This is an optimization exercise on Yosys and OpenROAD, whose aim is small area, not a production implementation.
RTL that was checked went through simulation tests only; none was proved equivalent to the original.
No functional check of the RTL was part of runs 1 to 3.
Power and IR drop assume default switching activity. No driver is modelled on the clock port, so clocking that relies on it looks cheaper here than on a real chip.

<file path="flow/design.v">
package daq_pkg;
	localparam int DATA_W     = 16;	 
	localparam int ADDR_W     = 9;	 
	localparam int N_CH       = 4;	 
	localparam int FIFO_DEPTH = 16;	 
	localparam int PERIOD_W   = 32;	 
	localparam logic [DATA_W-1:0] VERSION_WORD = 16'h1000;
	localparam int CONVST_CYC = 2;	 
	localparam int RD_CYC     = 2;	 
	localparam logic [ADDR_W-1:0] ADDR_VERSION    = 9'h000;
	localparam logic [ADDR_W-1:0] ADDR_SAMPLE_DIV = 9'h002;
	localparam logic [ADDR_W-1:0] ADDR_PHASE_L    = 9'h00A;
	localparam logic [ADDR_W-1:0] ADDR_PHASE_H    = 9'h00C;
	localparam logic [ADDR_W-1:0] ADDR_CTRL       = 9'h00E;
	localparam logic [ADDR_W-1:0] ADDR_STATUS     = 9'h014;
	localparam logic [ADDR_W-1:0] ADDR_CH_BASE    = 9'h016;	 
	typedef logic [DATA_W-1:0]   data_t;
	typedef logic [PERIOD_W-1:0] period_t;
	typedef struct packed {
		logic              cs;
		logic              we;
		logic              rd;
		logic [ADDR_W-1:0] addr;
		data_t             wdata;
	} mcu_req_t;
	typedef struct packed {
		data_t [N_CH-1:0] ch;
	} sample_set_t;
	typedef struct packed {
		logic [DATA_W-3:0] rsvd;
		logic              fifo_clr;	 
		logic              enable;	 
	} ctrl_fields_t;
	typedef union packed {
		data_t        raw;
		ctrl_fields_t f;
	} ctrl_word_u;
endpackage
`timescale 1ns/1ns
module daq_top (
	input  logic                         AD_CLK_40M,
	input  logic                         arst_n_i,
	input  logic                         mcu_cs_n_i,
	input  logic                         mcu_we_n_i,
	input  logic                         mcu_rd_n_i,
	input  logic [daq_pkg::ADDR_W-1:0]   mcu_addr_i,
	input  daq_pkg::data_t               mcu_wdata_i,
	input  daq_pkg::data_t               adc_db_i,
	input  logic                         adc_busy_i,
	input  logic                         phase_i,
	output daq_pkg::data_t               mcu_rdata_o,
	output logic                         mcu_rvalid_o,
	output logic                         adc_convst_o,
	output logic                         adc_cs_n_o,
	output logic                         adc_rd_n_o
);
	localparam int N_CH = 4;
	logic wr_hit, rd_hit;
	assign wr_hit = ~mcu_cs_n_i & ~mcu_we_n_i;
	assign rd_hit = ~mcu_cs_n_i & ~mcu_rd_n_i;
	logic [15:0] sd_q;
	logic [15:0] ctrl_q;
	logic        enable, fifo_clr;
	always_ff @(posedge AD_CLK_40M or negedge arst_n_i) begin
		if (!arst_n_i) begin
			sd_q   <= '0;
			ctrl_q <= '0;
		end else begin
			if (wr_hit && mcu_addr_i == daq_pkg::ADDR_SAMPLE_DIV)
				sd_q <= mcu_wdata_i;
			if (wr_hit && mcu_addr_i == daq_pkg::ADDR_CTRL)
				ctrl_q <= mcu_wdata_i;
			else
				ctrl_q[1] <= 1'b0;	 
		end
	end
	assign enable   = ctrl_q[0];
	assign fifo_clr = ctrl_q[1];
	logic        ph_meta, ph_sync, ph_dly;
	logic        seen_edge, period_valid;
	logic        phase_edge;
	logic [31:0] pcnt_q;
	logic [31:0] period_q;	 
	always_ff @(posedge AD_CLK_40M or negedge arst_n_i) begin
		if (!arst_n_i) begin
			ph_meta      <= 1'b0;
			ph_sync      <= 1'b0;
			ph_dly       <= 1'b0;
			seen_edge    <= 1'b0;
			period_valid <= 1'b0;
		end else begin
			ph_meta <= phase_i;
			ph_sync <= ph_meta;
			ph_dly  <= ph_sync;
			if (phase_edge) begin
				seen_edge <= 1'b1;
				if (seen_edge)
					period_valid <= 1'b1;
			end
		end
	end
	assign phase_edge = ph_sync & ~ph_dly;
	always_ff @(posedge AD_CLK_40M) begin
		pcnt_q <= phase_edge ? 32'd1 : pcnt_q + 32'd1;
		if (phase_edge && seen_edge)
			period_q <= pcnt_q;
	end
	logic [15:0] scnt_q;
	logic        conv_valid, conv_ready;
	logic        run, advance, wrap;
	assign run     = enable & period_valid;
	assign advance = run & (~conv_valid | conv_ready);
	assign wrap    = scnt_q == sd_q;
	always_ff @(posedge AD_CLK_40M) begin
		if (phase_edge || !run)
			scnt_q <= '0;
		else if (advance)
			scnt_q <= wrap ? '0 : scnt_q + 16'd1;
	end
	always_ff @(posedge AD_CLK_40M or negedge arst_n_i) begin
		if (!arst_n_i)
			conv_valid <= 1'b0;
		else if (advance && wrap && !phase_edge)
			conv_valid <= 1'b1;
		else if (conv_valid && conv_ready)
			conv_valid <= 1'b0;
	end
	typedef enum logic [2:0] {
		S_IDLE,
		S_CONVST,
		S_WAIT_BH,
		S_WAIT_BL,
		S_READ
	} state_t;
	state_t      state_q;
	logic [1:0]  rcnt_q;
	logic [1:0]  ch_q;
	logic        sample_valid;
	logic        rd_low, rd_last;
	logic [15:0] stg_q [0:N_CH-1];	 
	assign rd_low  = (state_q == S_READ) && !rcnt_q[1];
	assign rd_last = (state_q == S_READ) && (rcnt_q == 2'd1);
	assign conv_ready   = state_q == S_IDLE;
	assign adc_convst_o = state_q != S_CONVST;
	assign adc_cs_n_o   = ~rd_low;
	assign adc_rd_n_o   = ~rd_low;
	always_ff @(posedge AD_CLK_40M or negedge arst_n_i) begin
		if (!arst_n_i) begin
			state_q      <= S_IDLE;
			rcnt_q       <= '0;
			ch_q         <= '0;
			sample_valid <= 1'b0;
		end else begin
			sample_valid <= 1'b0;
			case (state_q)
				S_IDLE: begin
					rcnt_q <= '0;
					if (conv_valid)
						state_q <= S_CONVST;
				end
				S_CONVST: begin
					rcnt_q <= rcnt_q + 2'd1;
					if (rcnt_q == 2'd1)
						state_q <= S_WAIT_BH;
				end
				S_WAIT_BH: begin
					if (adc_busy_i)
						state_q <= S_WAIT_BL;
				end
				S_WAIT_BL: begin
					ch_q   <= '0;
					rcnt_q <= '0;
					if (!adc_busy_i)
						state_q <= S_READ;
				end
				S_READ: begin
					if (rd_last && ch_q == 2'd3) begin
						state_q      <= S_IDLE;
						sample_valid <= 1'b1;
					end else if (rcnt_q == 2'd2) begin
						rcnt_q <= '0;
						ch_q   <= ch_q + 2'd1;
					end else begin
						rcnt_q <= rcnt_q + 2'd1;
					end
				end
				default: state_q <= S_IDLE;
			endcase
		end
	end
	always_ff @(posedge AD_CLK_40M) begin
		if (rd_last)
			stg_q[ch_q] <= adc_db_i;
	end
	localparam logic [63:0] INS_MASK = {
		16'b0000_0000_0000_0001,	 
		16'b0000_0001_0000_0001,	 
		16'b0000_0001_0000_0001,	 
		16'b0000_0100_0010_0001	 
	};
	logic [N_CH-1:0] fifo_ne, fifo_ovf;
	logic [15:0]     fifo_rd [0:N_CH-1];	 
	for (genvar k = 0; k < N_CH; k++) begin : g_fifo
		logic [255:0]      ring_q;	 
		logic [4:0]        cnt_q;
		logic [3:0]        hp_q;	 
		logic              ovf_q;
		logic              pend_q;	 
		logic              full, ne, pop, push, act;
		logic [3:0]        tgt;
		logic [15:0]       ins;
		logic [15:0]       head;
		logic              sel, byp;
		assign full = cnt_q[4];
		assign ne   = cnt_q != 5'd0;
		assign pop  = rd_hit && sel;
		assign push = sample_valid && !full && !fifo_clr;
		assign act  = push | pend_q;
		assign tgt  = hp_q + cnt_q[3:0] - 4'(pend_q);
		for (genvar p = 0; p < 16; p++) begin : g_ins
			if (INS_MASK[16 * k + p])
				assign ins[p] = act && tgt == 4'((p + 15) % 16);
			else
				assign ins[p] = 1'b0;
		end
		always_ff @(posedge AD_CLK_40M or negedge arst_n_i) begin
			if (!arst_n_i) begin
				cnt_q  <= '0;
				hp_q   <= '0;
				ovf_q  <= 1'b0;
				pend_q <= 1'b0;
			end else begin
				hp_q <= hp_q + 4'd1 + 4'(pop);
				if (fifo_clr) begin
					cnt_q  <= '0;
					ovf_q  <= 1'b0;
					pend_q <= 1'b0;
				end else begin
					cnt_q  <= cnt_q + 5'(push) - 5'(pop);
					pend_q <= act && ins == '0;
					if (sample_valid && full)
						ovf_q <= 1'b1;
				end
			end
		end
		always_ff @(posedge AD_CLK_40M) begin
			for (int p = 0; p < 16; p++)
				ring_q[16 * p +: 16] <= ins[p] ? stg_q[k] : ring_q[16 * ((p + 15) % 16) +: 16];
		end
		assign sel = mcu_addr_i == 9'(daq_pkg::ADDR_CH_BASE + 2 * k) && ne;
		assign byp = pend_q && cnt_q == 5'd1;
		always_comb begin
			head = (sel && byp) ? stg_q[k] : '0;
			for (int p = 0; p < 16; p++)
				if (sel && !byp && hp_q == 4'(p))
					head = head | ring_q[16 * p +: 16];
		end
		assign fifo_ne[k]  = ne;
		assign fifo_ovf[k] = ovf_q;
		assign fifo_rd[k]  = head;
	end
	logic [15:0] rd_word;
	always_comb begin
		case (mcu_addr_i)
			daq_pkg::ADDR_VERSION:    rd_word = daq_pkg::VERSION_WORD;
			daq_pkg::ADDR_SAMPLE_DIV: rd_word = sd_q;
			daq_pkg::ADDR_PHASE_L:    rd_word = period_valid ? period_q[15:0] : '0;
			daq_pkg::ADDR_PHASE_H:    rd_word = period_valid ? period_q[31:16] : '0;
			daq_pkg::ADDR_CTRL:       rd_word = ctrl_q;
			daq_pkg::ADDR_STATUS:     rd_word = {7'd0, ~period_valid, fifo_ovf, fifo_ne};
			default:                  rd_word = '0;
		endcase
		rd_word = rd_word | fifo_rd[0] | fifo_rd[1] | fifo_rd[2] | fifo_rd[3];
	end
	always_ff @(posedge AD_CLK_40M or negedge arst_n_i) begin
		if (!arst_n_i)
			mcu_rvalid_o <= 1'b0;
		else
			mcu_rvalid_o <= rd_hit;
	end
	always_ff @(posedge AD_CLK_40M) begin
		mcu_rdata_o <= rd_word;
	end
endmodule
</file>
<file path="flow/run.sh">
#!/bin/bash
# synth_recipe.tcl (not shown) runs the flow's synth.tcl, then flattens the netlist and writes it again
# the make line also repeats each setting of config.mk as NAME=value (left out here)
make -C /OpenROAD-flow-scripts/flow DESIGN_CONFIG=/design/flow/config.mk WORK_HOME=/design/flow/orfs CLKGATE_MAP_FILE= SYNTH_SCRIPT=/design/flow/synth_recipe.tcl finish
</file>
<file path="flow/config.mk">
export PLATFORM = sky130hd
export DESIGN_NAME = daq_top
export DESIGN_NICKNAME = daq_top
export VERILOG_FILES = /design/flow/design.v
export SDC_FILE = /design/flow/constraint.sdc
export NUM_CORES = 4
export LEC_CHECK = 0
export CAP_MARGIN = 20
export CORE_MARGIN = 2
export CORE_UTILIZATION = 40
export CTS_BUF_LIST = sky130_fd_sc_hd__clkbuf_4
export SLEW_MARGIN = 20
</file>
<file path="flow/constraint.sdc">
create_clock -name core_clock -period 10.0 [get_ports {AD_CLK_40M}]
set_input_delay 2.0000 -clock core_clock [delete_from_list [all_inputs] [get_ports {AD_CLK_40M}]]
set_output_delay 2.0000 -clock core_clock [all_outputs]
set_load 0.01 [all_outputs]
</file>
==> results.txt, run 1 <==
CP max stage delay=slightly above 0.7 ns; ANT nets after route=0; drt initial violations=5132; PwrDens=between 200 and 250 mW/mm²; total power=about 11 mW; final instance area=between 0.04 and 0.05 mm²; total grt overflow=0; GRT Total Usage=approximately a third; Worst Path Max Fanout=18; layout net count=~3900; asr flop ratio synth=about 7.1%; largest net degree at the start of global routing=70; Period minus WS final=between 5 and 6 ns; synth top area cells=dfxtp_1 52%, edfxtp_1 6.9%, dfrtp_1 5.4%, mux2_2 4.5%, a22oi_1 3.9%; First-pass DRT Iterations=10; Max VDD drop=119 µV; final period utilization=a little over half; Clk Latency, worst-skew pair=about 1.3 ns; WP data arrival=~6.3 ns; Critical Path Slowest Stage Cell=nor2_1; vias post-DR=approximately 33000; Least-Margin Pin Slew=between 1 and 1.5 ns; Mapped Nets=around 3600; CTS root buffer=clkbuf_4; multi-input logic area=between 0.01 and 0.015 mm²; Yosys warnings=2; Clock Skew=~0.16 ns; WL final=~180000 µm; pre-CTS setup slack=3.66 ns; Post-CTS Hold Buffers=0; Vias/cell=6.12; Filler cells=9573; DP HPWL=between 100000 and 150000 µm; Final Hold Vio Count=0; H-tree depth=5; syn avg cell area=approximately 12 µm²; port bufs=67; CP delay by family, top=simple AND/OR/NAND/NOR gates; Setup Fix Bufs, Post-CTS=0; vias in the first global route=roughly 32000; top-count cell post-synth=dfxtp_1; Fmax=slightly below 200 MHz; Yosys cell types=90; Leak=19.6 nW; post-DR wirelength/cell=between 30 and 40 µm; Die Wd=approximately 330 µm; register area=0.0269 mm²; # IOs=68; CP required=11.08 ns; CP Launch Type=input port; max_cap viols=0; cell accounting for the most synthesized area=dfxtp_1; predominant post-synthesis flop cell=dfxtp_1; Post-synth EDFFs=96; CTS tree=done; Post-DP Area=0.0452 mm²; share of layout cells above drive strength 1=22.0%; Seq/Total Area, Yosys=~64%; core area=0.104 mm²; initial antenna violation count=14; Worst Setup End Kind=flop; number of CTS-inserted buffers=between 300 and 400; Area Overhead vs Synth=17.4%; Min Hold Slack=~0.25 ns; Rows=about 120; Worst slew margin=a little over 10%; CTS clk-pin slew, worst paths=approximately 0.07 ns; critical path type=input port to flop; first-pass GRT wire length=244000 µm; share of the synthesized area in the top cell type=between 50 and 60%; Starting Density=approximately two fifths; outcome=timing/DRC/antenna clean; Die ar.=~0.11 mm²; Die Y=between 300 and 400 µm; drt drc=0; Cell Chain, Critical Path=clkdlybuf4s50_1, or4_1, buf_4, nor2_1, nand2_1, or3_1, inv_1, ha_1, inv_1, ha_1, fa_1, a21oi_1, nor2_1, or3_1, a21oi_1; clk buf depth=4; TNS Setup=0 ns; post-cts gate resize count=0; number of sinks on the clock net=between 1000 and 1500; synthesized flop and latch total=around 1300; Setup Viol. Count Final=0; synthesized instance count=~3500; Final Max Tran Viols=0; min-delay worst type=flop to flop; worst path buffer plus inverter count=4; Post-synth top cells=1088 x dfxtp_1, 219 x a22oi_1, 169 x mux2_2; final RePlAce weighted congestion=between 1 and 1.5; Mapped Area=between 0.04 and 0.05 mm²; post-route setup slack=4.79 ns; RSZ-0062 raised after global routing=false
[worst paths after layout]
kind | from | endpoint | slack (ns) | cells past startpoint
min in group asynchronous | arst_n_i | g_fifo[0].cnt_q[0] | 0.66 | 1
hold reg to reg | g_fifo[3].ring_q[166] | g_fifo[3].ring_q[182] | 0.25 | 0
hold / removal | g_fifo[3].ring_q[166] | g_fifo[3].ring_q[182] | 0.25 | 0
setup reg to reg | g_fifo[2].cnt_q[3] | mcu_rdata_o[3] | 5.37 | 11
setup / recovery | mcu_addr_i[5] | g_fifo[1].cnt_q[4] | 4.79 | 15
max in group asynchronous | arst_n_i | ctrl_q[15] | 7.95 | 2
[stage by stage]
step,instances,utilization [%]
after CTS,5444,47.5
after detailed placement,4863,43.4
final,5457,47.5
after global routing,5453,47.5
after global placement,4861,43.4
after floorplan,3454,-
[kinds of logic (layout without fill, tap and decap cells)]
kind of cell               after synthesis  count (layout)  share of synthesized area [%]
AOI/OAI and AO/OA                      603             603                           11.3
xor gates and xnor gates                90              90                           1.87
adders and majority gates               74              74                           2.34
buffers and inverters                  250             862                           2.36
DFF                                   1275            1275                           64.1
muxes                                  185             185                           4.94
other                                    0              11                              0
and+or+nand+nor                        977             977                           13.2
[layout by cell type, fill, tap and decap left out, types with 14 or more instances in the layout]
cell	count
a2111oi_0	17
a211oi_1	14
a21oi_1	60
a221oi_1	50
a222oi_1	41
a22o_1	56
a22oi_1	219
and2_1	20
and3_1	79
and4_1	47
buf_4	129
clkbuf_4	475
clkdlybuf4s50_1	66
clkinv_1	81
clkinv_2	14
dfrtp_1	91
dfxtp_1	1088
edfxtp_1	96
ha_1	66
inv_1	81
mux2_2	169
mux2i_1	15
nand2_1	139
nand2b_1	20
nand3_1	122
nand4_1	123
nor2_1	136
nor2b_1	25
nor3_1	60
nor3_2	23
nor4_1	42
nor4_2	17
o21ai_0	29
or3_1	22
or4_1	18
xnor2_1	35
xor2_1	55
[report_power, final]
part / leakage, nW / internal (mW) / total [mW] / switching (mW)
Combinational: 6.33 / 0.416 / 1.28 / 0.862
Clock: 2.48 / 2.37 / 4.52 / 2.15
Sequential: 10.8 / 5.23 / 5.37 / 0.141
[worst reg2reg max path: stages (launching register included)]
cell      delay (ns)
dfrtp_1         0.38
inv_1           0.13
ha_1            0.23
nor3b_2         0.88
a211oi_4        0.12
buf_4           0.34
and3_1          0.45
buf_4           0.31
a222oi_1        0.74
nand4_1         0.47
nor3_1          0.31
nand4_1         0.23
[layout make-up]
cell class / count / share of cell area [%]
multi-input combinational: 1929 / 29.5
antenna: 11 / 0.0558
sequential: 1275 / 54.6
clock inverter: 106 / 1.22
timing repair buffer: 199 / 3.36
inverter: 82 / 0.623
clock buffer: 475 / 7.22
tap: 1380 / 3.50
[state kept, by name, summed over array words and instances (netlist names), 2 cells and up]
register       cells
ctrl_q            16
sd_q              16
stg_q             64
scnt_q            16
g_fifo.ovf_q       4
state_q            3
period_q          32
pcnt_q            32
g_fifo.hp_q       16
g_fifo.cnt_q      20
g_fifo.ring_q   1024
rcnt_q             2
mcu_rdata_o       16
ch_q               2
g_fifo.pend_q      4
[layer usage]
layer / global-route usage (%) / vias to the layer above / share of wire (%)
met4: 19.4 / 14 / 6.8
met3: 10.7 / 646 / 14
met2: 46.0 / 2695 / 41
li1: - / 13900 / -
met5: 0 / - / 0.050
met1: 42.9 / 16200 / 39
==> inputs of run 2 (changes only) <==
==> flow/flow/run.sh (new file) <==
#!/bin/bash
# Standard layout with a leaner clock tree (no dummy loads, larger sink
# clusters) and single-drive port buffers. Each tool's output is in
# orfs/logs/; the make output is in flow_make.log.
set -euo pipefail
export CTS_ARGS="-sink_clustering_enable -repair_clock_nets -dont_use_dummy_load -sink_clustering_size 30 -sink_clustering_max_diameter 100"
export BUFFER_PORTS_ARGS="-buffer_cell sky130_fd_sc_hd__buf_1"
bash standard.sh > flow_make.log 2>&1
==> flow/standard.sh (new file) <==
#!/bin/bash
# synth_recipe.tcl (not shown) runs the flow's synth.tcl, then flattens the netlist and writes it again
# the make line also repeats each setting of config.mk as NAME=value (left out here)
make -C /OpenROAD-flow-scripts/flow DESIGN_CONFIG=/design/flow/config.mk WORK_HOME=/design/flow/orfs CLKGATE_MAP_FILE= SYNTH_SCRIPT=/design/flow/synth_recipe.tcl "${@:-finish}"
--- a/flow/config.mk
+++ b/flow/config.mk
@@ -8,5 +8,4 @@
 export CAP_MARGIN = 20
 export CORE_MARGIN = 2
 export CORE_UTILIZATION = 40
-export CTS_BUF_LIST = sky130_fd_sc_hd__clkbuf_4
 export SLEW_MARGIN = 20
removed: flow/run.sh
==> results.txt, run 2 <==
post-DR wirelength/cell=35.7 µm (+9.4%); Final Max Tran Viols=0 (unchanged); Area Overhead vs Synth=9.38%; port bufs=67 (unchanged); CP Launch Type=input port; Final Hold Vio Count=0 (unchanged); CP max stage delay=1.13 ns (+0.42 ns); non-filler cells, final=4910 (-10%); grt peak-use layer=met2; clk buf depth=3 (-1); critical path type=input port to flop; Mapped Area=0.0421 mm² (unchanged); drt initial violations=5122 (-0.19%); core area=0.104 mm² (unchanged); largest net degree at the start of global routing=67 (-4.3%); final core area utilization=44.3% (-3.2 points); CP required=10.62 ns (-0.46 ns); ANT nets after route=0 (unchanged); crit path to=mcu_rdata_o[15]; final RePlAce weighted congestion=1.04 (-2.3%); Regs by FF count=g_fifo.ring_q x1024, stg_q x64; crit path from=mcu_addr_i[2]; GR Util met1=43.9% (+1.0 points); syn avg cell area=12.2 µm² (unchanged); vias post-DR=31200 (-6.7%); commonest non-fill, non-tap cells in the layout=1088 x dfxtp_1, 219 x a22oi_1, 169 x mux2_2, 139 x nand2_1, 130 x nor2_1; min-delay worst type=flop to flop; total grt overflow=0 (unchanged); multi-input logic area=0.0146 mm² (+0.44%); GR met2 Demand/Resource=45.4% (-0.56 points); Post-synth EDFFs=96 (unchanged); number of sinks on the clock net=1275 (unchanged); Worst R2R Path Depth=10 (-1); outcome=timing/DRC/antenna clean; Yosys warnings=2 (unchanged); WP data arrival=5.86 ns (-0.43 ns); H-tree depth=2 (-3); vias in the first global route=29300 (-8.9%); GRT Total Usage=31.8% (-0.64 points); Post-DP Area=0.0448 mm² (-0.88%); RSZ-0062 raised after global routing=false; First-pass DRT Iterations=8 (-2); Die Wd=328 µm (unchanged); Leak=17.5 nW (-11%); synth top area cells=dfxtp_1 52%, edfxtp_1 6.9%, dfrtp_1 5.4%, mux2_2 4.5%, a22oi_1 3.9%; final period utilization=52.3% (+0.27 points); max FFs per register=1024 (unchanged); R2R Setup Slk=5.36 ns (about the same); Reg2Reg Capture Point=mcu_rdata_o[10]; Max VDD drop=149 µV (+26%); Yosys cell types=90 (unchanged); layout net count=3650 (-7.5%); Least-Margin Pin Slew=1.29 ns (-0.0386 ns); cell accounting for the most synthesized area=dfxtp_1; drt drc=0 (unchanged); synthesized instance count=3454 (unchanged); Vias/cell=6.35 (+3.7%); commonest non-fill, non-tap cell in the layout=dfxtp_1; Setup Fix Bufs, Post-CTS=0 (unchanged); top-count cell post-synth=dfxtp_1; TNS Setup=0 ns (unchanged); initial antenna violation count=11 (-3); Cell Chain, Critical Path=buf_1, and4bb_2, nand3_2, nor4_4, a222oi_1, nand3_1, a211o_1, or4_1; number of CTS-inserted buffers=49 (-85%); PwrDens=198 mW/mm² (-13%); Mapped Nets=3576 (unchanged); CTS tree=done; total power=9.09 mW (-19%); Seq/Total Area, Yosys=64.1% (unchanged); Starting Density=40.5% (unchanged); share of the synthesized area in the top cell type=51.8% (unchanged); Die Y=328 µm (unchanged); Clk Latency, worst-skew pair=0.70 ns (-0.58 ns); Period minus WS final=5.23 ns (+0.0267 ns); Filler cells=9708 (+1.4%); Post-CTS Hold Buffers=0 (unchanged); share of layout cells above drive strength 1=12.6% (-9.4 points); cell count after placement=4857 (-0.12%); Rows=118 (unchanged); asr flop ratio synth=7.14% (unchanged); Clock Skew=0.0655 ns (-0.0938 ns); r2r startpoint=g_fifo[2].cnt_q[3]; DP HPWL=131000 µm (+1.9%); # IOs=68 (unchanged); CTS clk-pin slew, worst paths=0.11 ns (+0.04 ns); synthesized flop and latch total=1275 (unchanged); Setup Viol. Count Final=0 (unchanged); post-cts gate resize count=0 (unchanged); max_cap viols=0 (unchanged); first-pass GRT wire length=239000 µm (-2.4%); Worst Path Max Fanout=18 (unchanged); Fmax=191 MHz (-0.51%); Die ar.=0.108 mm² (unchanged); met3 Resource Use GR=9.23% (-1.4 points); Post-synth top cells=1088 x dfxtp_1, 219 x a22oi_1, 169 x mux2_2; Critical Path Slowest Stage Cell=nor4_4; predominant post-synthesis flop cell=dfxtp_1; Biggest register=g_fifo.ring_q; register area=0.0269 mm² (unchanged); Worst slew margin=12.6% (+2.3 points); WL final=175000 µm (-1.6%); CTS root buffer=clkbuf_16; final instance area=0.0460 mm² (-6.8%); Worst Setup End Kind=flop
run 2: cell counts after synthesis:
No cell type changed its count.
run 2: power breakdown:
group	internal, mW	switching [mW]	total, mW
logic	0.406	0.861	1.27
clock network	0.886	1.57	2.46
registers	5.23	0.139	5.37
total	6.52	2.57	9.09
run 2: worst min path at each step:
stage / from / to / slack [ns] / cells past startpoint
after floorplan: g_fifo[1].ring_q[98] / g_fifo[1].ring_q[114] / 0.32 / 0
after global placement: g_fifo[2].ring_q[84] / g_fifo[2].ring_q[100] / 0.33 / 0
after detailed placement: g_fifo[0].ring_q[91] / g_fifo[0].ring_q[107] / 0.33 / 0
after CTS: g_fifo[1].ring_q[10] / g_fifo[1].ring_q[26] / 0.34 / 0
after global routing: g_fifo[1].ring_q[31] / g_fifo[1].ring_q[47] / 0.35 / 0
final: g_fifo[1].ring_q[10] / g_fifo[1].ring_q[26] / 0.33 / 0
run 2: routing by layer:
| layer | vias to the layer above | part of all wire [%] |
|---|---|---|
| li1 | 13000 | - |
| met1 | 15500 | 40 |
| met2 | 2246 | 41 |
| met3 | 489 | 13 |
| met4 | 10 | 6.0 |
| met5 | - | 0.085 |
run 2: cell type report:
class | count | area share, %
sequential | 1275 | 58.6
multi-input combinational | 1929 | 31.7
tap | 1380 | 3.75
clock buffer | 49 | 2.67
timing repair buffer | 191 | 2.57
inverter | 82 | 0.669
antenna | 4 | 0.0218
run 2: kinds of logic (layout without fill, tap and decap cells):
group / Yosys count / count (layout) / share of synthesized area (%)
simple gates: 977 / 977 / 13.2
xor+xnor: 90 / 90 / 1.87
flops: 1275 / 1275 / 64.1
buf+inv: 250 / 322 / 2.36
mux: 185 / 185 / 4.94
compound gates: 603 / 603 / 11.3
other cells: 0 / 4 / 0
fa+ha+maj: 74 / 74 / 2.34
run 2: critical path: cells and delay by family:
kind | cells | cell delay (ns)
buf+inv | 1 | 0.58
compound gates | 2 | 0.51
simple gates | 5 | 2.75
run 2: through the flow:
stage	setup WS (ns)	hold slack (ns)
2_1_floorplan	4.91	0.323
3_3_place_gp	4.10	0.328
3_5_place_dp	4.12	0.330
4_1_cts	4.77	0.341
5_1_grt	4.57	0.353
6_report	4.77	0.328
==> inputs of run 3 (changes only) <==
==> flow/flow/run.sh (replaced) <==
#!/bin/bash
# Standard layout with a leaner clock tree (no dummy loads, larger sink
# clusters) and single-drive port buffers. Each tool's output is in
# orfs/logs/; the make output is in flow_make.log.
set -euo pipefail
export CTS_ARGS="-sink_clustering_enable -repair_clock_nets -dont_use_dummy_load -sink_clustering_size 25 -sink_clustering_max_diameter 80"
export BUFFER_PORTS_ARGS="-buffer_cell sky130_fd_sc_hd__buf_1"
bash standard.sh > flow_make.log 2>&1
==> results.txt, run 3 <==
clk buf depth=3 (unchanged); core area=0.104 mm² (unchanged); Cell Chain, Critical Path=buf_1, or4_1, buf_4, nor2_1, nand2_1, or3_1, inv_1, ha_1, inv_1, ha_1, fa_1, a21oi_1, nor2_1, or3_1, a21oi_1; Worst Setup End Kind=flop; top-count cell post-synth=dfxtp_1; post-DR wirelength/cell=35.7 µm (about the same); syn avg cell area=12.2 µm² (unchanged); Seq/Total Area, Yosys=64.1% (unchanged); register area=0.0269 mm² (unchanged); Worst slew margin=14.4% (+1.8 points); Max VDD drop=153 µV (+2.6%); Setup Fix Bufs, Post-CTS=0 (unchanged); Mapped Area=0.0421 mm² (unchanged); final RePlAce weighted congestion=1.04 (unchanged); layout net count=3660 (+0.27%); final instance area=0.0463 mm² (+0.55%); Synth Area in Simple Gates=13.2% (unchanged); synthesized instance count=3454 (unchanged); drt initial violations=5079 (-0.84%); final period utilization=52.6% (+0.30 points); Critical Path Slowest Stage Cell=nor2_1; Post-DP Area=0.0448 mm² (unchanged); number of CTS-inserted buffers=59 (+20%); Post-synth EDFFs=96 (unchanged); Rows=118 (unchanged); vias post-DR=31400 (+0.58%); CTS tree=done; cell accounting for the most synthesized area=dfxtp_1; Starting Density=40.5% (unchanged); synthesized flop and latch total=1275 (unchanged); total grt overflow=0 (unchanged); vias in the first global route=29300 (+0.30%); Final Max Tran Viols=0 (unchanged); pre-CTS setup slack=4.12 ns (unchanged); GRT Total Usage=31.8% (about the same); drt drc=0 (unchanged); Mapped Nets=3576 (unchanged); TNS Setup=0 ns (unchanged); Period minus WS final=5.26 ns (+0.0301 ns); R2R Setup Slk=5.43 ns (+0.07 ns); Worst Path Max Fanout=18 (unchanged); max FFs per register=1024 (unchanged); Synth Area in Compound Gates=11.3% (unchanged); # IOs=68 (unchanged); worst path buffer plus inverter count=4 (+3); asr flop ratio synth=7.14% (unchanged); max_cap viols=0 (unchanged); Biggest register=g_fifo.ring_q; Post-Synth Adder-Cell Area=2.34% (unchanged); largest family of logic cells by synthesized area=simple AND/OR/NAND/NOR gates; post-cts gate resize count=0 (unchanged); CTS root buffer=clkbuf_16; RSZ-0062 raised after global routing=false; share of layout cells above drive strength 1=12.9% (+0.25 points); Area Overhead vs Synth=9.99%; Vias/cell=6.38 (+0.35%); First-pass DRT Iterations=6 (-2); area share of xor/xnor cells in the synthesized design=1.87% (unchanged); Final Hold Vio Count=0 (unchanged); Filler cells=9680 (-0.29%); critical path type=input port to flop; predominant post-synthesis flop cell=dfxtp_1; Post-synth top cells=1088 x dfxtp_1, 219 x a22oi_1, 169 x mux2_2; Clock Skew=0.0893 ns (+0.0238 ns); ANT nets after route=0 (unchanged); initial antenna violation count=12 (+1); Die Y=328 µm (unchanged); commonest non-fill, non-tap cells in the layout=1088 x dfxtp_1, 219 x a22oi_1, 169 x mux2_2, 139 x nand2_1, 130 x nor2_1; Yosys cell types=90 (unchanged); Setup Viol. Count Final=0 (unchanged); H-tree depth=2 (unchanged); Least-Margin Pin Slew=1.27 ns (-0.0223 ns); Yosys warnings=2 (unchanged); synth top area cells=dfxtp_1 52%, edfxtp_1 6.9%, dfrtp_1 5.4%, mux2_2 4.5%, a22oi_1 3.9%; Fmax=190 MHz (-0.57%); CP max stage delay=0.68 ns (-0.45 ns); CP Launch Type=input port; largest net degree at the start of global routing=67 (unchanged); WP data arrival=5.88 ns (+0.02 ns); commonest non-fill, non-tap cell in the layout=dfxtp_1; CP required=10.62 ns (about the same); non-filler cells, final=4921 (+0.22%); min-delay worst type=flop to flop; Regs by FF count=g_fifo.ring_q x1024, stg_q x64; Leak=17.6 nW (+0.70%); Die ar.=0.108 mm² (unchanged); Post-CTS Hold Buffers=0 (unchanged); number of sinks on the clock net=1275 (unchanged); share of the synthesized area in the top cell type=51.8% (unchanged); CTS clk-pin slew, worst paths=0.10 ns (about the same); cell count after placement=4857 (unchanged); WL final=176000 µm (+0.21%); Clk Latency, worst-skew pair=0.73 ns (+0.03 ns); Die Wd=328 µm (unchanged); post-route setup slack=4.74 ns (-0.0301 ns); outcome=timing/DRC/antenna clean; multi-input logic area=0.0146 mm² (unchanged); PwrDens=201 mW/mm² (+1.6%); DP HPWL=131000 µm (unchanged); port bufs=67 (unchanged); first-pass GRT wire length=239000 µm (+0.11%); CP delay by family, top=simple AND/OR/NAND/NOR gates; mux share of post-synthesis cell area=4.94% (unchanged)
run 3: cell counts after synthesis:
No cell type changed its count.
run 3: routing by layer:
layer	routed length, µm	GRT usage (%)
met2	70800	45.1
met5	103	0
met3	22200	9.34
met4	11600	16.9
met1	70700	43.6
run 3: where the power goes:
part	switching, mW	leakage, nW	internal [mW]
logic	0.861	6.15	0.406
clock network	1.61	0.727	1.05
registers	0.139	10.8	5.23
run 3: area by class of cell:
cell class	count	area share, %
inverters	82	0.665
well taps	1380	3.73
diodes	5	0.0271
clock buffers	59	3.19
flip-flops and latches	1275	58.2
repair buffers	191	2.56
multi-input cells	1929	31.6
run 3: worst paths after layout:
kind | endpoint | from | cells after the start
min in group asynchronous | g_fifo[3].cnt_q[3] | arst_n_i | 1
setup reg to reg | mcu_rdata_o[5] | g_fifo[2].cnt_q[3] | 11
hold / removal | g_fifo[1].ring_q[26] | g_fifo[1].ring_q[10] | 0
max in group asynchronous | ph_dly | arst_n_i | 2
setup / recovery | g_fifo[3].cnt_q[4] | mcu_addr_i[5] | 15
hold reg to reg | g_fifo[1].ring_q[26] | g_fifo[1].ring_q[10] | 0
run 3: cell families (layout without fill, tap and decap cells):
kind of cell,Yosys count,in the layout
buf+inv,250,332
compound gates,603,603
other cells,0,5
xor+xnor,90,90
simple gates,977,977
fa+ha+maj,74,74
mux,185,185
flops,1275,1275
run 3: metrics by stage:
step | hold slack [ns] | power (mW) | util (%)
after floorplan | 0.323 | 6.20 | -
after global placement | 0.328 | 6.69 | 43.0
after detailed placement | 0.330 | 6.72 | 43.1
after CTS | 0.293 | 9.27 | 44.5
after global routing | 0.315 | 9.56 | 44.5
final | 0.291 | 9.29 | 44.5
==> inputs of run 4 (changes only) <==
--- a/flow/design.v
+++ b/flow/design.v
@@ -210,10 +210,9 @@
 		logic [3:0]        tgt;
 		logic [15:0]       ins;
 		logic [15:0]       head;
-		logic              sel, byp;
 		assign full = cnt_q[4];
 		assign ne   = cnt_q != 5'd0;
-		assign pop  = rd_hit && sel;
+		assign pop  = rd_hit && mcu_addr_i == 9'(daq_pkg::ADDR_CH_BASE + 2 * k) && ne;
 		assign push = sample_valid && !full && !fifo_clr;
 		assign act  = push | pend_q;
 		assign tgt  = hp_q + cnt_q[3:0] - 4'(pend_q);
@@ -247,17 +246,10 @@
 			for (int p = 0; p < 16; p++)
 				ring_q[16 * p +: 16] <= ins[p] ? stg_q[k] : ring_q[16 * ((p + 15) % 16) +: 16];
 		end
-		assign sel = mcu_addr_i == 9'(daq_pkg::ADDR_CH_BASE + 2 * k) && ne;
-		assign byp = pend_q && cnt_q == 5'd1;
-		always_comb begin
-			head = (sel && byp) ? stg_q[k] : '0;
-			for (int p = 0; p < 16; p++)
-				if (sel && !byp && hp_q == 4'(p))
-					head = head | ring_q[16 * p +: 16];
-		end
+		assign head = (pend_q && cnt_q == 5'd1) ? stg_q[k] : ring_q[16 * hp_q +: 16];
 		assign fifo_ne[k]  = ne;
 		assign fifo_ovf[k] = ovf_q;
-		assign fifo_rd[k]  = head;
+		assign fifo_rd[k]  = ne ? head : '0;
 	end
 	logic [15:0] rd_word;
 	always_comb begin
@@ -268,9 +260,12 @@
 			daq_pkg::ADDR_PHASE_H:    rd_word = period_valid ? period_q[31:16] : '0;
 			daq_pkg::ADDR_CTRL:       rd_word = ctrl_q;
 			daq_pkg::ADDR_STATUS:     rd_word = {7'd0, ~period_valid, fifo_ovf, fifo_ne};
+			9'h016:                   rd_word = fifo_rd[0];
+			9'h018:                   rd_word = fifo_rd[1];
+			9'h01A:                   rd_word = fifo_rd[2];
+			9'h01C:                   rd_word = fifo_rd[3];
 			default:                  rd_word = '0;
 		endcase
-		rd_word = rd_word | fifo_rd[0] | fifo_rd[1] | fifo_rd[2] | fifo_rd[3];
 	end
 	always_ff @(posedge AD_CLK_40M or negedge arst_n_i) begin
 		if (!arst_n_i)
==> flow/run.sh (new file) <==
#!/bin/bash
# synth_recipe.tcl (not shown) runs the flow's synth.tcl, then flattens the netlist and writes it again
# the make line also repeats each setting of config.mk as NAME=value (left out here)
make -C /OpenROAD-flow-scripts/flow DESIGN_CONFIG=/design/flow/config.mk WORK_HOME=/design/flow/orfs CLKGATE_MAP_FILE= SYNTH_SCRIPT=/design/flow/synth_recipe.tcl finish
removed: flow/flow/run.sh
removed: flow/standard.sh
==> results.txt, run 4 <==
final RePlAce weighted congestion=0.895 (-14%); vias post-DR=23800 (-24%); Max VDD drop=170 µV (+11%); Final Hold Vio Count=0 (unchanged); initial antenna violation count=12 (unchanged); cell accounting for the most synthesized area=dfxtp_1; top-count cell post-synth=dfxtp_1; Worst Path Max Fanout=20 (+2); Mapped Nets=3105 (-13%); met2 WL=45200 µm (-36%); hold path depth=0 (unchanged); commonest non-fill, non-tap cells in the layout=1088 x dfxtp_1, 233 x mux4_2, 181 x nand2_1, 165 x mux2_2, 137 x clkbuf_16; Post-CTS Hold Buffers=0 (unchanged); syn avg cell area=14.2 µm² (+17%); WP data arrival=5.62 ns (-0.26 ns); Mapped Area=0.0425 mm² (+0.99%); post-route setup slack=5.03 ns (+0.291 ns); Die Y=330 µm (+0.49%); hold endpoint=g_fifo[0].ring_q[34]; max FFs per register=1024 (unchanged); r2r startpoint=g_fifo[2].hp_q[0]; max_cap viols=0 (unchanged); share of layout cells above drive strength 1=21.6% (+8.7 points); vias in the first global route=24600 (-16%); max layer used=met5; min-delay worst type=flop to flop; Biggest register=g_fifo.ring_q; synthesized flop and latch total=1275 (unchanged); most used cell, CP=inv_1; RSZ-0062 raised after global routing=false; worst path buffer plus inverter count=6 (+2); Area Overhead vs Synth=15.1%; Starting Density=40.3% (-0.11 points); Vias/cell=5.19 (-19%); Yosys warnings=2 (unchanged); synth top area cells=dfxtp_1 51%, mux4_2 12%, edfxtp_1 6.8%, dfrtp_1 5.4%, mux2_2 4.4%; Worst slew margin=27.7% (+13 points); CTS root buffer=clkbuf_16; wire length on met1=45300 µm (-36%); total grt overflow=0 (unchanged); Setup Viol. Count Final=0 (unchanged); outcome=timing/DRC/antenna clean; clk buf depth=3 (unchanged); commonest non-fill, non-tap cell in the layout=dfxtp_1; CP Launch Type=input port; share of the synthesized area in the top cell type=51.3% (-0.51 points); post-DR wirelength/cell=22.2 µm (-38%); final period utilization=49.7% (-2.9 points); Die Wd=330 µm (+0.49%); H-tree depth=4 (+2); CTS tree=done; # IOs=68 (unchanged); asr flop ratio synth=7.14% (unchanged); CP delay by family, top=simple AND/OR/NAND/NOR gates; number of CTS-inserted buffers=131 (+120%); Post-synth top cells=1088 x dfxtp_1, 233 x mux4_2, 181 x nand2_1; cell count after placement=4335 (-11%); critical path type=input port to flop; WL final=102000 µm (-42%); PwrDens=249 mW/mm² (+24%); predominant post-synthesis flop cell=dfxtp_1; DP HPWL=67200 µm (-49%); Worst R2R Path Depth=11 (unchanged); min-delay src=g_fifo[0].ring_q[18]; Worst Setup End Kind=flop; Fmax=201 MHz (+5.9%); ANT nets after route=0 (unchanged); Period minus WS final=4.97 ns (-0.291 ns); layout net count=3199 (-13%); Post-synth EDFFs=96 (unchanged); non-filler cells, final=4577 (-7.0%); total power=12.2 mW (+31%); Seq/Total Area, Yosys=63.4% (-0.63 points); TNS Setup=0 ns (unchanged); synthesized instance count=2983 (-14%); Leak=19.0 nW (+7.9%); number of sinks on the clock net=1275 (unchanged); Clock Skew=0.0315 ns (-0.0578 ns); largest net degree at the start of global routing=63 (-6.0%); Critical Path Slowest Stage Cell=nor4_2; CTS clk-pin slew, worst paths=0.06 ns (-0.04 ns); Die ar.=0.109 mm² (+0.98%); port bufs=67 (unchanged); Regs by FF count=g_fifo.ring_q x1024, stg_q x64; CP required=10.65 ns (+0.03 ns); Yosys cell types=84 (-6.7%); Cell Chain, Critical Path=clkdlybuf4s50_1, nor3_2, nand2_1, buf_4, nor4_2, nand2_1, inv_1, ha_1, inv_1, ha_1, inv_1, fa_1, inv_1, a21oi_1, nor2_1, o21ai_0, a21oi_1; post-cts gate resize count=0 (unchanged); core area=0.105 mm² (+1.3%); first-pass GRT wire length=154000 µm (-36%); drt drc=0 (unchanged); Setup Fix Bufs, Post-CTS=0 (unchanged); Least-Margin Pin Slew=1.08 ns (-0.192 ns); Final Max Tran Viols=0 (unchanged); CP max stage delay=0.88 ns (+0.20 ns); Reg2Reg Capture Point=g_fifo[2].ring_q[135]; pre-CTS setup slack=4.37 ns (+0.249 ns); First-pass DRT Iterations=7 (+1); Rows=119 (+0.85%); Clk Latency, worst-skew pair=0.74 ns (about the same); GRT Total Usage=18.9% (-13 points); drt initial violations=1870 (-63%); met3 wire len=8340 µm (-63%); R2R Setup Slk=6.29 ns (+0.86 ns)
==> run 4: how the worst max path moves through the flow <==
stage	startpoint	end	slack, ns	cells after the start
2_1_floorplan	mcu_addr_i[0]	g_fifo[3].cnt_q[4]	5.47	16
3_3_place_gp	mcu_addr_i[0]	g_fifo[3].cnt_q[4]	4.45	17
3_5_place_dp	mcu_addr_i[0]	g_fifo[3].cnt_q[4]	4.37	17
4_1_cts	mcu_addr_i[0]	g_fifo[3].cnt_q[4]	5.13	17
5_1_grt	mcu_addr_i[0]	g_fifo[3].cnt_q[4]	4.76	17
6_report	mcu_addr_i[0]	g_fifo[3].cnt_q[4]	5.03	17
==> run 4: per-stage QoR <==
| stage | util (%) | instance area (µm²) | hold slack [ns] |
|---|---|---|---|
| 6_report | 46.4 | 48900 | 0.325 |
| 5_1_grt | 46.4 | 48900 | 0.332 |
| 4_1_cts | 46.4 | 48900 | 0.327 |
| 3_5_place_dp | 42.2 | 44400 | 0.328 |
| 3_3_place_gp | 42.2 | 44400 | 0.324 |
| 2_1_floorplan | - | 42500 | 0.323 |
==> run 4: final cells by class <==
cell class / count / area (µm²)
Tap cell: 1391 / 1740
Clock inverter: 56 / 591
Antenna cell: 2 / 5.00
Multi-Input combinational cell: 1475 / 14500
Timing Repair Buffer: 110 / 991
Sequential cell: 1275 / 27000
Fill cell: 9217 / 56400
Clock buffer: 184 / 3810
Inverter: 84 / 315
==> run 4: cell families (layout without fill, tap and decap cells) <==
logic type,count (synthesis),count (layout),share of synthesized area [%]
AO/OA/AOI/OAI,278,278,4.37
XOR/XNOR,91,91,1.88
adder cells (fa/ha/maj),74,74,2.32
buffers and inverters,233,434,2.61
flip-flops,1275,1275,63.4
multiplexers,482,482,19.0
other,0,2,0
AND/OR/NAND/NOR,550,550,6.38
==> run 4: routing by layer <==
layer  GRT usage [%]  vias to the layer above
met5               0                        -
met3            6.10                      159
met1            25.8                    11900
li1                -                    11000
met2            28.4                      685
met4            6.59                        8
==> run 4: power breakdown <==
part           total (mW)  switching [mW]  internal [mW]
combinational        1.85            1.11          0.743
sequential           5.41           0.171           5.24
clock                4.91            2.02           2.89
total                12.2            3.30           8.87
==> inputs of run 5 (changes only) <==
--- a/flow/design.v
+++ b/flow/design.v
@@ -37,6 +37,48 @@
 	} ctrl_word_u;
 endpackage
 `timescale 1ns/1ns
+module aoi222 (
+	input  logic a1, a2, b1, b2, c1, c2,
+	output logic y
+);
+	assign y = ~(a1 & a2 | b1 & b2 | c1 & c2);
+endmodule
+module aoi22 (
+	input  logic a1, a2, b1, b2,
+	output logic y
+);
+	assign y = ~(a1 & a2 | b1 & b2);
+endmodule
+module word_andor #(
+	parameter int N = 68,
+	parameter int G = (N + 2) / 3	 
+) (
+	input  logic [N-1:0]      sel_i,
+	input  logic [16*N-1:0]   data_i,
+	output logic [16*G-1:0]   word_n_o	 
+);
+	for (genvar b = 0; b < 16; b++) begin : g_bit
+		for (genvar g = 0; g < G; g++) begin : g_gate
+			if (3 * g + 2 < N) begin : g_3
+				aoi222 u_aoi (
+					.a1 (sel_i[3 * g]),     .a2 (data_i[16 * (3 * g) + b]),
+					.b1 (sel_i[3 * g + 1]), .b2 (data_i[16 * (3 * g + 1) + b]),
+					.c1 (sel_i[3 * g + 2]), .c2 (data_i[16 * (3 * g + 2) + b]),
+					.y  (word_n_o[16 * g + b])
+				);
+			end else if (3 * g + 1 < N) begin : g_2
+				aoi22 u_aoi (
+					.a1 (sel_i[3 * g]),     .a2 (data_i[16 * (3 * g) + b]),
+					.b1 (sel_i[3 * g + 1]), .b2 (data_i[16 * (3 * g + 1) + b]),
+					.y  (word_n_o[16 * g + b])
+				);
+			end else begin : g_1
+				assign word_n_o[16 * g + b] = ~(sel_i[3 * g] & data_i[16 * (3 * g) + b]);
+			end
+		end
+	end
+endmodule
+`timescale 1ns/1ns
 module daq_top (
 	input  logic                         AD_CLK_40M,
 	input  logic                         arst_n_i,
@@ -199,7 +241,11 @@
 		16'b0000_0100_0010_0001	 
 	};
 	logic [N_CH-1:0] fifo_ne, fifo_ovf;
-	logic [15:0]     fifo_rd [0:N_CH-1];	 
+	logic [17*N_CH:0]      fifo_sel;	 
+	logic [16*17*N_CH+15:0] fifo_data;
+	localparam int RD_G = (17 * N_CH + 3) / 3;
+	logic [16*RD_G-1:0]    fifo_word_n;
+	logic [15:0]           fifo_word;
 	for (genvar k = 0; k < N_CH; k++) begin : g_fifo
 		logic [255:0]      ring_q;	 
 		logic [4:0]        cnt_q;
@@ -209,10 +255,10 @@
 		logic              full, ne, pop, push, act;
 		logic [3:0]        tgt;
 		logic [15:0]       ins;
-		logic [15:0]       head;
+		logic              sel, byp;
 		assign full = cnt_q[4];
 		assign ne   = cnt_q != 5'd0;
-		assign pop  = rd_hit && mcu_addr_i == 9'(daq_pkg::ADDR_CH_BASE + 2 * k) && ne;
+		assign pop  = rd_hit && sel;
 		assign push = sample_valid && !full && !fifo_clr;
 		assign act  = push | pend_q;
 		assign tgt  = hp_q + cnt_q[3:0] - 4'(pend_q);
@@ -246,26 +292,40 @@
 			for (int p = 0; p < 16; p++)
 				ring_q[16 * p +: 16] <= ins[p] ? stg_q[k] : ring_q[16 * ((p + 15) % 16) +: 16];
 		end
-		assign head = (pend_q && cnt_q == 5'd1) ? stg_q[k] : ring_q[16 * hp_q +: 16];
+		assign sel = mcu_addr_i == 9'(daq_pkg::ADDR_CH_BASE + 2 * k) && ne;
+		assign byp = pend_q && cnt_q == 5'd1;
+		for (genvar p = 0; p < 16; p++) begin : g_sel
+			assign fifo_sel[17 * k + p]        = sel && !byp && hp_q == 4'(p);
+			assign fifo_data[16 * (17 * k + p) +: 16] = ring_q[16 * p +: 16];
+		end
+		assign fifo_sel[17 * k + 16]             = sel && byp;
+		assign fifo_data[16 * (17 * k + 16) +: 16] = stg_q[k];
 		assign fifo_ne[k]  = ne;
 		assign fifo_ovf[k] = ovf_q;
-		assign fifo_rd[k]  = ne ? head : '0;
+	end
+	assign fifo_sel[17 * N_CH] = mcu_addr_i == daq_pkg::ADDR_SAMPLE_DIV;
+	assign fifo_data[16 * 17 * N_CH +: 16] = sd_q;
+	word_andor #(.N(17 * N_CH + 1)) u_fifo_rd (
+		.sel_i  (fifo_sel),
+		.data_i (fifo_data),
+		.word_n_o (fifo_word_n)
+	);
+	always_comb begin
+		fifo_word = '0;
+		for (int g = 0; g < RD_G; g++)
+			fifo_word = fifo_word | ~fifo_word_n[16 * g +: 16];
 	end
 	logic [15:0] rd_word;
 	always_comb begin
 		case (mcu_addr_i)
 			daq_pkg::ADDR_VERSION:    rd_word = daq_pkg::VERSION_WORD;
-			daq_pkg::ADDR_SAMPLE_DIV: rd_word = sd_q;
 			daq_pkg::ADDR_PHASE_L:    rd_word = period_valid ? period_q[15:0] : '0;
 			daq_pkg::ADDR_PHASE_H:    rd_word = period_valid ? period_q[31:16] : '0;
 			daq_pkg::ADDR_CTRL:       rd_word = ctrl_q;
 			daq_pkg::ADDR_STATUS:     rd_word = {7'd0, ~period_valid, fifo_ovf, fifo_ne};
-			9'h016:                   rd_word = fifo_rd[0];
-			9'h018:                   rd_word = fifo_rd[1];
-			9'h01A:                   rd_word = fifo_rd[2];
-			9'h01C:                   rd_word = fifo_rd[3];
 			default:                  rd_word = '0;
 		endcase
+		rd_word = rd_word | fifo_word;
 	end
 	always_ff @(posedge AD_CLK_40M or negedge arst_n_i) begin
 		if (!arst_n_i)
==> flow/flow/run.sh (new file) <==
#!/bin/bash
# Standard layout with a leaner clock tree (no dummy loads, larger sink
# clusters) and single-drive port buffers. Each tool's output is in
# orfs/logs/; the make output is in flow_make.log.
set -euo pipefail
export CTS_ARGS="-sink_clustering_enable -repair_clock_nets -dont_use_dummy_load -sink_clustering_size 25 -sink_clustering_max_diameter 80"
export BUFFER_PORTS_ARGS="-buffer_cell sky130_fd_sc_hd__buf_1"
bash standard.sh > flow_make.log 2>&1
==> flow/standard.sh (new file) <==
#!/bin/bash
# synth_recipe.tcl (not shown) runs the flow's synth.tcl, then flattens the netlist and writes it again
# the make line also repeats each setting of config.mk as NAME=value (left out here)
make -C /OpenROAD-flow-scripts/flow DESIGN_CONFIG=/design/flow/config.mk WORK_HOME=/design/flow/orfs CLKGATE_MAP_FILE= SYNTH_SCRIPT=/design/flow/synth_recipe.tcl "${@:-finish}"
--- a/flow/config.mk
+++ b/flow/config.mk
@@ -9,3 +9,4 @@
 export CORE_MARGIN = 2
 export CORE_UTILIZATION = 40
 export SLEW_MARGIN = 20
+export SYNTH_HIERARCHICAL = 1
removed: flow/run.sh
==> results.txt, run 5 <==
Post-synth top cells=1088 x dfxtp_1, 368 x a222oi_1, 160 x mux2_2; Biggest register=g_fifo.ring_q; total grt overflow=0 (unchanged); synthesized instance count=2714 (-9.0%); WL final=123000 µm (+21%); CTS tree=done; critical path type=input port to flop; post-DR wirelength/cell=29.8 µm (+34%); Post-synth EDFFs=96 (unchanged); post-route setup slack=4.13 ns (-0.898 ns); Yosys cell types=65 (-23%); first-pass GRT wire length=175000 µm (+14%); Yosys warnings=7 (+5); Post-CTS Hold Buffers=0 (unchanged); Seq/Total Area, Yosys=70.4% (+7.0 points); Final Max Tran Viols=0 (unchanged); cell accounting for the most synthesized area=dfxtp_1; pre-CTS setup slack=3.63 ns (-0.738 ns); final RePlAce weighted congestion=0.917 (+2.5%); synthesized flop and latch total=1275 (unchanged); post-cts gate resize count=0 (unchanged); clock share of power=29.2% (-11 points); Worst Setup End Kind=flop; max FFs per register=1024 (unchanged); final core area utilization=44.3% (-2.1 points); CP required=10.46 ns (-0.19 ns); vias post-DR=25000 (+5.3%); Setup Fix Bufs, Post-CTS=0 (unchanged); largest net degree at the start of global routing=50 (-21%); GR met2 Demand/Resource=36.8% (+8.4 points); DP HPWL=87800 µm (+31%); combinational group share of total power=8.7% (-6.5 points); CTS clk-pin slew, worst paths=0.10 ns (+0.04 ns); GRT Total Usage=24.4% (+5.5 points); layout net count=2988 (-6.6%); top-count cell post-synth=dfxtp_1; number of sinks on the clock net=1275 (unchanged); Least-Margin Pin Slew=1.20 ns (+0.116 ns); Final Hold Vio Count=0 (unchanged); Clk Latency, worst-skew pair=0.69 ns (-0.05 ns); share of layout cells above drive strength 1=12.3% (-9.3 points); met3 Resource Use GR=4.73% (-1.4 points); CP Launch Type=input port; WP data arrival=6.33 ns (+0.71 ns); drt drc=0 (unchanged); Max VDD drop=142 µV (-16%); Worst slew margin=20.0% (-7.7 points); final instance area=0.0421 mm² (-14%); # IOs=68 (unchanged); Setup Viol. Count Final=0 (unchanged); outcome=timing/DRC/antenna clean; Regs by FF count=g_fifo.ring_q x1024, stg_q x64; number of CTS-inserted buffers=57 (-56%); grt peak-use layer=met2; Leak=15.8 nW (-17%); GR Util met1=34.6% (+8.7 points); PwrDens=206 mW/mm² (-17%); syn avg cell area=14.1 µm² (-1.0%); Die ar.=0.0981 mm² (-9.8%); ANT nets after route=0 (unchanged); predominant post-synthesis flop cell=dfxtp_1; First-pass DRT Iterations=8 (+1); clk buf depth=3 (unchanged); Fmax=170 MHz (-15%); register area=0.0269 mm² (about the same); Starting Density=40.3% (about the same); min-delay worst type=flop to flop; Min Hold Slack=0.296 ns (-0.0289 ns); drt initial violations=4610 (+150%); Worst R2R Path Depth=14 (+3); Reg power frac=62.1% (+18 points); synth top area cells=dfxtp_1 57%, a222oi_1 9.6%, edfxtp_1 7.5%, dfrtp_1 6.0%, mux2_2 4.7%; Post-DP Area=0.0406 mm² (-8.6%); initial antenna violation count=13 (+1); TNS Setup=0 ns (unchanged); Vias/cell=6.06 (+17%); hold path depth=0 (unchanged); max_cap viols=0 (unchanged); H-tree depth=2 (-2); Period minus WS final=5.87 ns (+0.898 ns); Die Y=313 µm (-5.0%); P_sw=2.11 mW (-36%); Worst Path Max Fanout=16 (-20%); CTS root buffer=clkbuf_16; commonest non-fill, non-tap cells in the layout=1088 x dfxtp_1, 368 x a222oi_1, 160 x mux2_2, 107 x nor2_1, 96 x edfxtp_1; Mapped Area=0.0382 mm² (-10%); port bufs=67 (unchanged); Rows=113 (-5.0%); final period utilization=58.7% (+9.0 points); vias in the first global route=24400 (-0.72%); Die Wd=313 µm (-5.0%); Area Overhead vs Synth=10.0%; Int Power=6.56 mW (-26%); net switching fraction of the power=24.4% (-2.7 points); commonest non-fill, non-tap cell in the layout=dfxtp_1; core area=0.0949 mm² (-9.9%); Filler cells=8407 (-8.8%); asr flop ratio synth=7.14% (unchanged); multi-input logic area=0.0110 mm² (-24%); share of the synthesized area in the top cell type=57.0% (+5.7 points); Clock Skew=0.0783 ns (+0.0468 ns); Mapped Nets=2836 (-8.7%); RSZ-0062 raised after global routing=false
-- run 5: area by class of cell --
| class | instances | area share (%) |
|---|---|---|
| Antenna cell | 4 | 0.0238 |
| Clock buffer | 57 | 3.39 |
| Inverter | 82 | 0.732 |
| Multi-Input combinational cell | 1313 | 26.2 |
| Sequential cell | 1275 | 64.0 |
| Tap cell | 1265 | 3.76 |
| Timing Repair Buffer | 137 | 1.89 |
-- run 5: metrics by stage --
step | total power [mW] | instances
after CTS | 8.70 | 4128
after floorplan | 6.03 | 2714
final | 8.67 | 4133
after detailed placement | 6.25 | 4071
after global routing | 8.99 | 4129
after global placement | 6.21 | 4069
-- run 5: worst paths after layout --
| kind | start | endpoint | slack, ns |
|---|---|---|---|
| worst max-delay path | mcu_addr_i[0] | mcu_rdata_o[12] | 4.13 |
| worst min-delay path | g_fifo[2].ring_q[16] | g_fifo[2].ring_q[32] | 0.30 |
| worst max register to register | g_fifo[3].cnt_q[3] | mcu_rdata_o[12] | 4.49 |
| worst min register to register | g_fifo[2].ring_q[16] | g_fifo[2].ring_q[32] | 0.30 |
| max in group asynchronous | arst_n_i | mcu_rvalid_o | 7.33 |
| min in group asynchronous | arst_n_i | state_q[0] | 1.41 |
-- run 5: critical path, stage by stage --
cell,delay [ns]
buf_1,0.14
or3b_1,0.32
a2111oi_2,0.16
and2_1,0.27
nand2_1,0.19
nor2_1,0.09
buf_4,0.22
a222oi_1,0.77
nand4_1,0.44
nor4_1,1.01
o311ai_0,0.36
a21oi_1,0.23
o21ai_0,0.11
-- run 5: cells by family (layout without fill, tap and decap cells) --
kind of cell    Yosys count  count (layout)  synth area share, %
compound gates          498             498                 12.0
xor+xnor                 87              87                 2.05
fa+ha+maj                74              74                 2.58
buf+inv                 126             276                 1.38
flops                  1275            1275                 70.4
mux                     161             161                 4.74
other cells               0               4                    0
simple gates            493             493                 6.84
-- run 5: per-module statistics from Yosys (local to each module, per instance), excerpt --
| module | flops+latches | cell area [µm²] |
|---|---|---|
| daq_top | 1275 | 34600 |
| aoi222 | 0 | 10.0 |
-- run 5: per-layer routing --
| metal | vias up | share of wire [%] | wire length, µm |
|---|---|---|---|
| met4 | 4 | 4.3 | 5330 |
| li1 | 10800 | - | - |
| met1 | 12600 | 42 | 51400 |
| met3 | 200 | 11 | 13100 |
| met2 | 1407 | 43 | 53100 |
| met5 | - | 0.016 | 20 |
-- run 5: power by group through the flow --
| stage | clock network (mW) | logic (mW) | registers, mW |
|---|---|---|---|
| 4_1_cts | 2.56 | 0.754 | 5.38 |
| 5_1_grt | 2.74 | 0.845 | 5.40 |
| 3_5_place_dp | 0 | 0.747 | 5.50 |
| 3_3_place_gp | 0 | 0.710 | 5.50 |
| 2_1_floorplan | 0 | 0.636 | 5.39 |
| 6_report | 2.53 | 0.753 | 5.39 |
==> inputs of run 6 (changes only) <==
--- a/flow/design.v
+++ b/flow/design.v
@@ -78,6 +78,12 @@
 		end
 	end
 endmodule
+module and2s (
+	input  logic a, b,
+	output logic y
+);
+	assign y = a & b;
+endmodule
 `timescale 1ns/1ns
 module daq_top (
 	input  logic                         AD_CLK_40M,
@@ -241,9 +247,9 @@
 		16'b0000_0100_0010_0001	 
 	};
 	logic [N_CH-1:0] fifo_ne, fifo_ovf;
-	logic [17*N_CH:0]      fifo_sel;	 
-	logic [16*17*N_CH+15:0] fifo_data;
-	localparam int RD_G = (17 * N_CH + 3) / 3;
+	logic [17*N_CH+3:0]    fifo_sel;	 
+	logic [16*(17*N_CH+4)-1:0] fifo_data;
+	localparam int RD_G = (17 * N_CH + 4 + 2) / 3;
 	logic [16*RD_G-1:0]    fifo_word_n;
 	logic [15:0]           fifo_word;
 	for (genvar k = 0; k < N_CH; k++) begin : g_fifo
@@ -294,8 +300,13 @@
 		end
 		assign sel = mcu_addr_i == 9'(daq_pkg::ADDR_CH_BASE + 2 * k) && ne;
 		assign byp = pend_q && cnt_q == 5'd1;
+		logic [3:0] hp_lo, hp_hi;
+		for (genvar j = 0; j < 4; j++) begin : g_pre
+			assign hp_lo[j] = hp_q[1:0] == 2'(j);
+			assign hp_hi[j] = hp_q[3:2] == 2'(j) && sel && !byp;
+		end
 		for (genvar p = 0; p < 16; p++) begin : g_sel
-			assign fifo_sel[17 * k + p]        = sel && !byp && hp_q == 4'(p);
+			and2s u_sel (.a (hp_hi[p / 4]), .b (hp_lo[p % 4]), .y (fifo_sel[17 * k + p]));
 			assign fifo_data[16 * (17 * k + p) +: 16] = ring_q[16 * p +: 16];
 		end
 		assign fifo_sel[17 * k + 16]             = sel && byp;
@@ -303,9 +314,12 @@
 		assign fifo_ne[k]  = ne;
 		assign fifo_ovf[k] = ovf_q;
 	end
-	assign fifo_sel[17 * N_CH] = mcu_addr_i == daq_pkg::ADDR_SAMPLE_DIV;
-	assign fifo_data[16 * 17 * N_CH +: 16] = sd_q;
-	word_andor #(.N(17 * N_CH + 1)) u_fifo_rd (
+	assign fifo_sel[17 * N_CH]     = mcu_addr_i == daq_pkg::ADDR_SAMPLE_DIV;
+	assign fifo_sel[17 * N_CH + 1] = mcu_addr_i == daq_pkg::ADDR_PHASE_L && period_valid;
+	assign fifo_sel[17 * N_CH + 2] = mcu_addr_i == daq_pkg::ADDR_PHASE_H && period_valid;
+	assign fifo_sel[17 * N_CH + 3] = mcu_addr_i == daq_pkg::ADDR_CTRL;
+	assign fifo_data[16 * (17 * N_CH) +: 64] = {ctrl_q, period_q, sd_q};
+	word_andor #(.N(17 * N_CH + 4)) u_fifo_rd (
 		.sel_i  (fifo_sel),
 		.data_i (fifo_data),
 		.word_n_o (fifo_word_n)
@@ -319,9 +333,6 @@
 	always_comb begin
 		case (mcu_addr_i)
 			daq_pkg::ADDR_VERSION:    rd_word = daq_pkg::VERSION_WORD;
-			daq_pkg::ADDR_PHASE_L:    rd_word = period_valid ? period_q[15:0] : '0;
-			daq_pkg::ADDR_PHASE_H:    rd_word = period_valid ? period_q[31:16] : '0;
-			daq_pkg::ADDR_CTRL:       rd_word = ctrl_q;
 			daq_pkg::ADDR_STATUS:     rd_word = {7'd0, ~period_valid, fifo_ovf, fifo_ne};
 			default:                  rd_word = '0;
 		endcase
==> flow/flow/run.sh (replaced) <==
#!/bin/bash
# Standard layout with a leaner clock tree (no dummy loads, larger sink
# clusters) and single-drive port buffers. Each tool's output is in
# orfs/logs/; the make output is in flow_make.log.
set -euo pipefail
export CTS_ARGS="-sink_clustering_enable -repair_clock_nets -dont_use_dummy_load -sink_clustering_size 30 -sink_clustering_max_diameter 80"
export BUFFER_PORTS_ARGS="-buffer_cell sky130_fd_sc_hd__buf_1"
bash standard.sh > flow_make.log 2>&1
--- a/flow/config.mk
+++ b/flow/config.mk
@@ -7,6 +7,6 @@
 export LEC_CHECK = 0
 export CAP_MARGIN = 20
 export CORE_MARGIN = 2
-export CORE_UTILIZATION = 40
+export CORE_UTILIZATION = 70
 export SLEW_MARGIN = 20
 export SYNTH_HIERARCHICAL = 1
==> results.txt, run 6 <==
CP Launch Type=input port; final RePlAce weighted congestion=0.954 (+3.9%); Post-CTS Hold Buffers=0 (unchanged); Die ar.=0.0563 mm² (-43%); Mapped Area=0.0381 mm² (-0.42%); Final Max Tran Viols=0 (unchanged); total power=8.36 mW (-3.6%); Clk Latency, worst-skew pair=0.66 ns (-0.03 ns); Clock Skew=0.0704 ns (-0.00789 ns); Area Overhead vs Synth=6.31%; DP HPWL=76800 µm (-13%); layout net count=2908 (-2.7%); Die Wd=237 µm (-24%); Worst Path Max Fanout=16 (unchanged); share of the synthesized area in the top cell type=57.2% (+0.24 points); commonest non-fill, non-tap cell in the layout=dfxtp_1; Final Hold Vio Count=0 (unchanged); outcome=timing/DRC/antenna clean; post-DR wirelength/cell=30.9 µm (+3.9%); WL final=108000 µm (-12%); Least-Margin Pin Slew=1.21 ns (+0.0173 ns); asr flop ratio synth=7.14% (unchanged); RSZ-0062 raised after global routing=false; Post-synth EDFFs=96 (unchanged); clk buf depth=3 (unchanged); number of sinks on the clock net=1275 (unchanged); synthesized flop and latch total=1275 (unchanged); final core area utilization=75.2% (+31 points); Reg2Reg Capture Point=mcu_rdata_o[8]; post-cts gate resize count=0 (unchanged); drt initial violations=4490 (-2.6%); core area=0.0538 mm² (-43%); commonest non-fill, non-tap cells in the layout=1088 x dfxtp_1, 384 x a222oi_1, 158 x mux2_2, 123 x nor2_1, 116 x nand4_1; Leak=15.6 nW (-1.4%); r2r startpoint=g_fifo[3].cnt_q[3]; TNS Setup=0 ns (unchanged); min-delay worst type=flop to flop; CTS tree=done; vias post-DR=24700 (-1.5%); min-delay src=g_fifo[2].ring_q[232]; ANT nets after route=0 (unchanged); hold path depth=0 (unchanged); share of layout cells above drive strength 1=9.05% (-3.3 points); max_cap viols=0 (unchanged); cell count after placement=3431 (-16%); hold endpoint=g_fifo[2].ring_q[248]; Period minus WS final=5.68 ns (-0.192 ns); R2R Setup Slk=5.00 ns (+0.51 ns); predominant post-synthesis flop cell=dfxtp_1; GRT Total Usage=37.9% (+13 points); max FFs per register=1024 (unchanged); Mapped Nets=2800 (-1.3%); port bufs=67 (unchanged); Die Y=237 µm (-24%); top-count cell post-synth=dfxtp_1; Cell Chain, Critical Path=buf_1, nor4b_2, nand4b_1, o21bai_1, nor3_1, and2_1, a222oi_1, nand4_1, or4_1, nor3_1, o21ai_0; Starting Density=70.8% (+30 points); Filler cells=3417 (-59%); # IOs=68 (unchanged); vias in the first global route=23800 (-2.6%); most used cell, CP=nor3_1; syn avg cell area=14.2 µm² (+0.92%); Worst slew margin=19.1% (-0.89 points); WP data arrival=6.05 ns (-0.28 ns); CP max stage delay=0.72 ns (-0.29 ns); cell accounting for the most synthesized area=dfxtp_1; number of CTS-inserted buffers=49 (-14%); synth top area cells=dfxtp_1 57%, a222oi_1 10%, edfxtp_1 7.6%, dfrtp_1 6.0%, mux2_2 4.7%; total grt overflow=0 (unchanged); Max VDD drop=205 µV (+44%); CTS root buffer=clkbuf_16
run 6: cells by family after synthesis:
| family | synth area share [%] |
|---|---|
| buf+inv | 1.22 |
| simple gates | 7.45 |
| xor+xnor | 2.21 |
| fa+ha+maj | 2.59 |
| flops | 70.7 |
| mux | 4.67 |
| compound gates | 11.1 |
run 6: through the flow:
| step | setup WS (ns) | hold slack (ns) | cell area, µm² |
|---|---|---|---|
| 6_report | 4.32 | 0.319 | 40500 |
| 3_3_place_gp | 3.86 | 0.332 | 39200 |
| 3_5_place_dp | 3.82 | 0.335 | 39200 |
| 2_1_floorplan | 5.24 | 0.330 | 38100 |
| 4_1_cts | 4.44 | 0.317 | 40500 |
| 5_1_grt | 4.19 | 0.324 | 40500 |
run 6: per-module statistics from Yosys (local to each module, per instance), excerpt:
module | copies in the design | area, µm² | cells
daq_top | 1 | 33800 | 2230
aoi222 | 384 | 10.0 | 1
and2s | 64 | 6.26 | 1
run 6: worst max path at each step:
stage	startpoint	end	cells past startpoint
2_1_floorplan	mcu_addr_i[5]	g_fifo[3].cnt_q[4]	13
3_3_place_gp	mcu_addr_i[4]	mcu_rdata_o[8]	11
3_5_place_dp	mcu_addr_i[4]	mcu_rdata_o[8]	11
4_1_cts	mcu_addr_i[4]	mcu_rdata_o[8]	11
5_1_grt	mcu_addr_i[4]	mcu_rdata_o[8]	11
6_report	mcu_addr_i[4]	mcu_rdata_o[8]	11
run 6: layout make-up:
type                       instances  area (µm²)  area share (%)
sequential                      1275       26900            66.5
multi-input combinational       1292       10700            26.5
clock buffer                      49        1230            3.03
tap                              696         871            2.15
timing repair buffer              87         405            1.00
inverter                          81         304           0.751
antenna                            8        20.0          0.0494
run 6: routing by layer:
layer	wire [µm]	global-route usage (%)	vias up
met2	49100	59.7	1444
met1	42700	51.6	12400
li1	-	-	10600
met5	57	0	-
met4	5750	18.5	10
met3	10200	6.12	253
run 6: worst max-delay path: cells and delay by family:
| kind | cells | cell delay [ns] |
|---|---|---|
| AOI/OAI and AO/OA | 3 | 1.19 |
| buffers and inverters | 1 | 0.09 |
| and+or+nand+nor | 7 | 2.75 |
run 6: power by group:
group	switching, mW	internal, mW	total [mW]
registers	0.105	5.23	5.33
logic	0.394	0.282	0.676
clock network	1.46	0.885	2.35
total	1.96	6.40	8.36

Re-timed with assumed drivers on the ports (clkbuf_16 on the clock, buf_2 on other inputs), run 6 has 4.362 ns of setup slack against 4.322 ns with ideal ports, and 3.678 ns once port delays also move by the mid clock arrival of 0.684 ns.
